Background: an optimization exercise with open tools, aiming at small area and a short achievable clock period. Do not read the settings as production practice.
Function was checked by simulation only, so behaviour that the tests miss may differ from the original.

==> inputs of build 84 <==
// md_sched
module md_sched #(
    parameter int unsigned MULT_CYCLES = 5,
    parameter int unsigned DIV_CYCLES  = 10
) (
    input  logic        clk,
    input  logic        reset_n,
    input  logic [2:0]  e_op,
    input  logic [31:0] e_rs,
    input  logic [31:0] e_rt,
    input  logic        e_kill,
    input  logic        d_is_md,
    output logic [31:0] hi,
    output logic [31:0] lo,
    output logic        busy,
    output logic        md_stall
);
clock: 100.0 ns
lec_check: 0
abc_area: 1
cap_margin: 0
core_margin: 2
core_utilization: 65
slew_margin: 0
standard.sh (not shown) runs the stock make flow with config.mk's settings and CLKGATE_MAP_FILE= SYNTH_SCRIPT=/design/flow/synth_recipe.tcl, a recipe that flattens the netlist after the stock synthesis.
==> flow/flow/run.sh <==
#!/bin/bash
# The standard layout with these changes:
#  * port buffers are sky130_fd_sc_hd__buf_1 (the default picks a larger,
#    slower delay buffer);
#  * clock tree synthesis runs with its default arguments plus
#    -dont_use_dummy_load (no dummy load cells);
#  * after the unchanged standard synthesis, the full adders on the slowest
#    register paths (the divide rows) are upsized to fa_2, the synthesis
#    buffers are removed, gate+inverter pairs are merged into single cells,
#    and the md_stall logic is rebuilt as a shallow gate tree (flow/prep.tcl,
#    flow/invmerge.tcl, flow/md_stall.tcl).
# Each step's output goes to its own log in this folder.
set -euo pipefail
ARGS=("BUFFER_PORTS_ARGS=-buffer_cell sky130_fd_sc_hd__buf_1"
      "CTS_ARGS=-sink_clustering_enable -repair_clock_nets -dont_use_dummy_load")
bash standard.sh "${ARGS[@]}" synth > synth.log 2>&1
export RESULTS=$PWD/orfs/results/sky130hd/md_sched/base
export FA_SLACK_LIMIT=62
openroad -no_init -exit flow/prep.tcl > prep.log 2>&1
touch "$RESULTS/1_synth.sdc"
bash standard.sh "${ARGS[@]}" finish > finish.log 2>&1
==> flow/flow/prep.tcl <==
# Netlist preparation between the standard synthesis and floorplanning.
# 1. Upsize the full adders of the divide's ripple rows (the slowest register
#    paths) from fa_1 to fa_2.  Only drive strength changes; timing is read
#    against the design's SDC.
# 2. Remove the buffers Yosys/ABC inserted (placement re-buffers the nets
#    that need it, with the real loads).
# 3. Merge inverting gates with the inverter they alone drive into the
#    equivalent non-inverting cell where that is smaller; see invmerge.tcl.
# 4. Rebuild the md_stall cone (the input-to-output path that sets the
#    period floor) as a shallow gate tree; see md_stall.tcl.
set results $::env(RESULTS)
read_db $results/1_synth.odb
read_liberty $::env(FLOW_HOME)/platforms/sky130hd/lib/sky130_fd_sc_hd__tt_025C_1v80.lib
read_sdc $results/1_synth.sdc
set limit $::env(FA_SLACK_LIMIT)
set sel {}
foreach inst [get_cells -filter "ref_name == sky130_fd_sc_hd__fa_1"] {
  set s 1e9
  foreach pp [get_pins -of_objects $inst -filter "direction == output"] {
    set v [get_property $pp slack_max]
    if {$v < $s} { set s $v }
  }
  if {$s < $limit} { lappend sel $inst }
}
puts "upsizing [llength $sel] full adders with slack below $limit ns"
report_checks -path_delay max -path_group core_clock -format end -group_path_count 3
foreach inst $sel { replace_cell $inst sky130_fd_sc_hd__fa_2 }
report_checks -path_delay max -path_group core_clock -format end -group_path_count 3
report_design_area
remove_buffers
report_design_area
source [file join [file dirname [info script]] invmerge.tcl]
report_design_area
source [file join [file dirname [info script]] md_stall.tcl]
report_checks -path_delay max -to [get_ports md_stall] -fields {fanout}
write_db $results/1_synth.odb
Other scripts of this flow, unchanged in this note and not shown: flow/flow/invmerge.tcl, flow/flow/md_stall.tcl
==> inputs of trial 21, as changes to build 84 <==
==> flow/design.v (replaced) <==
module md_sched #(
    parameter int unsigned MULT_CYCLES = 5,
    parameter int unsigned DIV_CYCLES  = 10
) (
    input  logic        clk,
    input  logic        reset_n,
    input  logic [2:0]  e_op,
    input  logic [31:0] e_rs,
    input  logic [31:0] e_rt,
    input  logic        e_kill,
    input  logic        d_is_md,
    output logic [31:0] hi,
    output logic [31:0] lo,
    output logic        busy,
    output logic        md_stall
);
    localparam int MROWS = 7;    
    localparam int DROWS = 3;    
    logic op_mult, op_multu, op_div, op_divu, op_mthi, op_mtlo;
    logic issue_md, issue_mul, issue_div;
    always_comb begin
        op_mult  = !e_kill && (e_op == 3'd1);
        op_multu = !e_kill && (e_op == 3'd2);
        op_div   = !e_kill && (e_op == 3'd3);
        op_divu  = !e_kill && (e_op == 3'd4);
        op_mthi  = !e_kill && (e_op == 3'd5);
        op_mtlo  = !e_kill && (e_op == 3'd6);
        issue_mul = op_mult || op_multu;
        issue_div = op_div || op_divu;
        issue_md  = issue_mul || issue_div;
    end
    logic        busy_q;
    logic [31:0] hi_q, lo_q;
    logic [3:0]  cnt;        
    logic        m_mul;      
    logic        m_sgn;      
    logic        m_negq;     
    logic        m_negr;     
    logic        m_dz;       
    logic        m_cin;      
    logic [32:0] h_q;        
    logic [31:0] l_q;        
    logic [31:0] a_q;        
    logic        a_x;        
    logic [2:0]  q3_q;       
    logic [2:0]  t_q;        
    logic        neg_n, neg_d;
    logic [31:0] rs_adj, rt_adj;
    logic [31:0] rs_pre;
    always_comb begin
        neg_n = op_div && e_rs[31];
        neg_d = op_div && e_rt[31];
        rs_pre[0] = 1'b0;
        for (int i = 1; i < 32; i++) rs_pre[i] = rs_pre[i-1] | e_rs[i-1];
        rs_adj = e_rs ^ ({32{neg_n}} & rs_pre);
        rt_adj = e_rt ^ {32{issue_div && !neg_d}};
    end
    logic [2:0] d3, t3, n_q3, n_r3;
    logic       d_small;
    always_comb begin
        d3      = neg_d ? (3'd0 - e_rt[2:0]) : e_rt[2:0];
        d_small = neg_d ? ((&e_rt[31:3]) && (|e_rt[2:0]))
                        : (!(|e_rt[31:3]) && (|e_rt[2:0]));
        t3      = rs_adj[31:29];
        if (d_small) begin
            n_q3 = t3 / d3;
            n_r3 = t3 % d3;
        end else begin
            n_q3 = 3'd0;
            n_r3 = t3;
        end
    end
    logic        m_div;
    logic        m_last;
    logic        m_corr;
    logic [MROWS-1:0][32:0] rx;  
    logic [MROWS-1:0][32:0] rs;  
    logic [MROWS-1:0] rc;        
    logic [MROWS-1:0] take;      
    logic [31:0] d_out;          
    assign m_div  = !m_mul;
    assign m_last = (cnt == 4'd4);
    assign m_corr = m_last && m_sgn;    
    assign rx[0]  = h_q;
    assign take   = {t_q[2], l_q[5:2], t_q[1:0]};
    for (genvar r = 0; r < MROWS; r++) begin : g_row
        localparam bit SHARED = (r == 0) || (r == 1) || (r == 6);
        wire        neg  = (r == 3) ? m_corr : 1'b0;
        wire [32:0] y    = ({33{take[r]}} & {a_x, a_q}) ^ {33{neg}};
        wire [32:0] g    = rx[r] & y;
        wire [32:0] p    = rx[r] ^ y;
        wire [33:0] c;
        assign c[0] = neg | (SHARED ? m_cin : 1'b0);
        for (genvar i = 0; i < 33; i++) begin : g_bit
            assign rs[r][i] = p[i] ^ c[i];
            assign c[i+1]   = g[i] | (p[i] & c[i]);
        end
        assign rc[r] = c[33];
    end
    wire dq0 = m_div & rc[0];
    wire dn0 = m_div & !rc[0];
    assign rx[1][0] = m_mul ? rs[0][1] : l_q[27];
    for (genvar i = 1; i < 32; i++) begin : g_mux1
        assign rx[1][i] = (m_mul & rs[0][i+1]) | (dq0 & rs[0][i-1]) | (dn0 & rx[0][i-1]);
    end
    assign rx[1][32] = (m_mul & m_sgn & rs[0][32]) | (dq0 & rs[0][31]) | (dn0 & rx[0][31]);
    for (genvar r = 2; r < 6; r++) begin : g_mwire
        assign rx[r] = {m_sgn & rs[r-1][32], rs[r-1][32:1]};
    end
    wire dq1 = m_div & rc[1];
    wire dn1 = m_div & !rc[1];
    assign rx[6][0] = m_mul ? rs[5][1] : l_q[26];
    for (genvar i = 1; i < 32; i++) begin : g_mux6
        assign rx[6][i] = (m_mul & rs[5][i+1]) | (dq1 & rs[1][i-1]) | (dn1 & rx[1][i-1]);
    end
    assign rx[6][32] = (m_mul & m_sgn & rs[5][32]) | (dq1 & rs[1][31]) | (dn1 & rx[1][31]);
    assign d_out = rc[6] ? rs[6][31:0] : rx[6][31:0];
    logic [31:0] h_pre, l_pre, h_neg, l_neg, d_rem, d_quo;
    logic        done;
    logic [31:0] hi_res, lo_res;
    always_comb begin
        d_rem = rx[6][32:1];
        d_quo = {q3_q, l_q[26:0], rc[0], rc[1]};
        h_pre[0] = 1'b0;
        l_pre[0] = 1'b0;
        for (int i = 1; i < 32; i++) begin
            h_pre[i] = h_pre[i-1] | d_rem[i-1];
            l_pre[i] = l_pre[i-1] | d_quo[i-1];
        end
        h_neg = d_rem ^ ({32{m_negr}} & h_pre);
        l_neg = d_quo ^ ({32{m_negq}} & l_pre);
        done  = m_mul ? m_last : (cnt == 4'd9);
        hi_res = m_mul ? rs[3][32:1] : h_neg;
        lo_res = m_mul ? {rs[3][0], rs[2][0], rs[1][0], rs[0][0], l_q[31:4]} : l_neg;
    end
    always_ff @(posedge clk or negedge reset_n) begin
        if (!reset_n) begin
            busy_q <= 1'b0;
            hi_q   <= '0;
            lo_q   <= '0;
        end else if (!busy_q) begin
            busy_q <= issue_md;
            if (op_mthi) hi_q <= e_rs;
            if (op_mtlo) lo_q <= e_rs;
        end else if (done) begin
            busy_q <= 1'b0;
            if (m_mul || !m_dz) begin
                hi_q <= hi_res;
                lo_q <= lo_res;
            end
        end
    end
    always_ff @(posedge clk) begin
        if (!busy_q) begin
            cnt    <= '0;
            m_mul  <= issue_mul;
            m_sgn  <= op_mult;
            m_negq <= op_div && (e_rs[31] ^ e_rt[31]);
            m_negr <= op_div && e_rs[31];
            m_dz   <= (e_rt == 32'd0);
            m_cin  <= issue_div && !neg_d;
            h_q    <= {29'd0, n_r3 & {3{issue_div}}, rs_adj[28] & issue_div};
            q3_q   <= n_q3;
            l_q    <= rs_adj;
            a_q    <= rt_adj;
            a_x    <= issue_div || (op_mult && e_rt[31]);
            t_q    <= issue_mul ? {e_rs[6], e_rs[1:0]} : 3'b111;
        end else begin
            cnt <= cnt + 4'd1;
            if (m_mul) begin
                t_q <= {l_q[13], l_q[8:7]};
                h_q <= {m_sgn & rs[MROWS-1][32], rs[MROWS-1][32:1]};
                l_q <= {rs[6][0], rs[5][0], rs[4][0], rs[3][0], rs[2][0], rs[1][0], rs[0][0],
                        l_q[31:MROWS]};
            end else begin
                h_q <= {d_out, l_q[25]};
                l_q <= {l_q[31-DROWS:0], rc[0], rc[1], rc[6]};
            end
        end
    end
    assign hi       = hi_q;
    assign lo       = lo_q;
    assign busy     = busy_q;
    assign md_stall = d_is_md && (busy_q || issue_md);
endmodule
==> flow/flow/run.sh (replaced) <==
#!/bin/bash
# The standard layout with two changes:
#  * port buffers are sky130_fd_sc_hd__buf_1 (the default picks a larger,
#    slower delay buffer);
#  * after the unchanged standard synthesis, the full adders on the slowest
#    register paths (the divide rows) are upsized to fa_2, gate+inverter
#    pairs are merged into single cells, and the md_stall logic is rebuilt
#    as a shallow gate tree (flow/prep.tcl, invmerge.tcl, md_stall.tcl).
# Each step's output goes to its own log in this folder.
set -euo pipefail
ARGS=("BUFFER_PORTS_ARGS=-buffer_cell sky130_fd_sc_hd__buf_1")
bash standard.sh "${ARGS[@]}" synth > synth.log 2>&1
export RESULTS=$PWD/orfs/results/sky130hd/md_sched/base
export FA_SLACK_LIMIT=62
openroad -no_init -exit flow/prep.tcl > prep.log 2>&1
touch "$RESULTS/1_synth.sdc"
bash standard.sh "${ARGS[@]}" finish > finish.log 2>&1
==> flow/flow/prep.tcl (replaced) <==
# Netlist preparation between the standard synthesis and floorplanning.
# 1. Upsize the full adders of the divide's ripple rows (the slowest register
#    paths) from fa_1 to fa_2.  Only drive strength changes; timing is read
#    against the design's SDC.
# 2. Merge inverting gates with the inverter they alone drive into the
#    equivalent non-inverting cell where that is smaller; see invmerge.tcl.
# 3. Rebuild the md_stall cone (the input-to-output path that sets the
#    period floor) as a shallow gate tree; see md_stall.tcl.
set results $::env(RESULTS)
read_db $results/1_synth.odb
read_liberty $::env(FLOW_HOME)/platforms/sky130hd/lib/sky130_fd_sc_hd__tt_025C_1v80.lib
read_sdc $results/1_synth.sdc
set limit $::env(FA_SLACK_LIMIT)
set sel {}
foreach inst [get_cells -filter "ref_name == sky130_fd_sc_hd__fa_1"] {
  set s 1e9
  foreach pp [get_pins -of_objects $inst -filter "direction == output"] {
    set v [get_property $pp slack_max]
    if {$v < $s} { set s $v }
  }
  if {$s < $limit} { lappend sel $inst }
}
puts "upsizing [llength $sel] full adders with slack below $limit ns"
report_checks -path_delay max -path_group core_clock -format end -group_path_count 3
foreach inst $sel { replace_cell $inst sky130_fd_sc_hd__fa_2 }
report_checks -path_delay max -path_group core_clock -format end -group_path_count 3
report_design_area
source [file join [file dirname [info script]] invmerge.tcl]
report_design_area
source [file join [file dirname [info script]] md_stall.tcl]
report_checks -path_delay max -to [get_ports md_stall] -fields {fanout}
write_db $results/1_synth.odb
Settings changed: CTS_BUF_LIST set to sky130_fd_sc_hd__clkbuf_8.
==> inputs of build 61, as changes to build 84 <==
--- a/flow/design.v
+++ b/flow/design.v
@@ -43,21 +43,17 @@
     logic        a_x;        
     logic [2:0]  q3_q;       
     logic [2:0]  t_q;        
     logic        neg_n, neg_d;
     logic [31:0] rs_adj, rt_adj;
-    logic [31:0] ng_in, ng_pre, ng_out, d_quo;
-    logic        ng_en;
+    logic [31:0] rs_pre;
     always_comb begin
         neg_n = op_div && e_rs[31];
         neg_d = op_div && e_rt[31];
-        ng_in  = busy_q ? d_quo : e_rs;
-        ng_en  = busy_q ? m_negq : neg_n;
-        ng_pre[0] = 1'b0;
-        for (int i = 1; i < 32; i++) ng_pre[i] = ng_pre[i-1] | ng_in[i-1];
-        ng_out = ng_in ^ ({32{ng_en}} & ng_pre);
-        rs_adj = ng_out;
+        rs_pre[0] = 1'b0;
+        for (int i = 1; i < 32; i++) rs_pre[i] = rs_pre[i-1] | e_rs[i-1];
+        rs_adj = e_rs ^ ({32{neg_n}} & rs_pre);
         rt_adj = e_rt ^ {32{issue_div && !neg_d}};
     end
     logic [2:0] d3, t3, n_q3, n_r3;
     logic       d_small;
     always_comb begin
@@ -133,20 +129,24 @@
         end else begin
             h_nxt = {d_out, l_q[28]};
             l_nxt = {l_q[31:3], rc[0], rc[1], rc[6], l_q[9:7]};
         end
     end
-    logic [31:0] h_pre, h_neg, l_neg, d_rem;
+    logic [31:0] h_pre, l_pre, h_neg, l_neg, d_rem, d_quo;
     logic        done, commit, ld_hi, ld_lo;
     logic [31:0] hi_src, lo_src;
     always_comb begin
         d_rem = rx[6][32:1];
         d_quo = {q3_q, l_q[29:3], rc[0], rc[1]};
         h_pre[0] = 1'b0;
-        for (int i = 1; i < 32; i++) h_pre[i] = h_pre[i-1] | d_rem[i-1];
+        l_pre[0] = 1'b0;
+        for (int i = 1; i < 32; i++) begin
+            h_pre[i] = h_pre[i-1] | d_rem[i-1];
+            l_pre[i] = l_pre[i-1] | d_quo[i-1];
+        end
         h_neg  = d_rem ^ ({32{m_negr}} & h_pre);
-        l_neg  = ng_out;
+        l_neg  = d_quo ^ ({32{m_negq}} & l_pre);
         done   = m_mul ? m_last : (cnt == 4'd9);
         commit = busy_q && done && (m_mul || !m_dz);
         ld_hi  = (!busy_q && op_mthi) || commit;
         ld_lo  = (!busy_q && op_mtlo) || commit;
         hi_src = (busy_q && m_div) ? h_neg : h_nxt[31:0];
==> flow/flow/run.sh (replaced) <==
#!/bin/bash
# The standard layout with these changes:
#  * port buffers are sky130_fd_sc_hd__buf_1 (the default picks a larger,
#    slower delay buffer);
#  * after the unchanged standard synthesis, the full adders on the slowest
#    register paths (the divide rows) are upsized to fa_2, the synthesis
#    buffers are removed, gate+inverter pairs are merged into single cells,
#    and the md_stall logic is rebuilt as a shallow gate tree (flow/prep.tcl,
#    flow/invmerge.tcl, flow/md_stall.tcl).
# Each step's output goes to its own log in this folder.
set -euo pipefail
ARGS=("BUFFER_PORTS_ARGS=-buffer_cell sky130_fd_sc_hd__buf_1")
bash standard.sh "${ARGS[@]}" synth > synth.log 2>&1
export RESULTS=$PWD/orfs/results/sky130hd/md_sched/base
export FA_SLACK_LIMIT=62
openroad -no_init -exit flow/prep.tcl > prep.log 2>&1
touch "$RESULTS/1_synth.sdc"
bash standard.sh "${ARGS[@]}" finish > finish.log 2>&1
==> notes <==
- Build 84 passed the timing, design-rule and antenna checks. Build 61 completed without violations. Trial 21 finished with timing, DRC and antenna clean.
- First-iteration DRC count: build 84 < trial 21 < build 61.
- Of build 84 and build 61, build 61 has the higher routed wire length (gap 10%, measured against build 61).
- Worst hold slack, lowest first: build 84, build 61, trial 21.
- Worst setup slack: build 84 < build 61 < trial 21.
- In build 61 the non-clock buffer count is higher than in trial 21, by 2.
- Die area: build 84 < build 61 < trial 21.
- The lowest final area belongs to build 84, the highest to trial 21.
- Cell count, highest first: trial 21, build 61, build 84.

## static timing again, ports no longer ideal
The flow's constraints put no driver on any port. The routed layouts listed below were extracted and timed again, unchanged, in two steps.
Step 1, drivers: a clkbuf_16 drives clk and a buf_2 each remaining input, both assumed.
Step 2 times the ports against the registers' clock, not the clock port: input delays grow and output delays shrink by t, the midpoint of the rising clock arrivals with the driver on.
Slacks: ideal / step 1 / step 2; pairs: ideal / step 1.
run | t, ns | setup WS [ns] | latest minus earliest clock arrival (ns)
build 84 | 0.480 | 59.213 / 59.192 / 59.192 | 0.036 / 0.036
trial 21 | 0.538 | 59.261 / 59.241 / 59.241 | 0.021 / 0.021
build 61 | 0.502 | 59.223 / 59.199 / 59.199 | 0.017 / 0.017
After both steps every run listed still meets setup and hold. For build 61, which loses most, drivers alone change the setup slack by -0.024 ns; drivers and shift together by -0.024 ns.
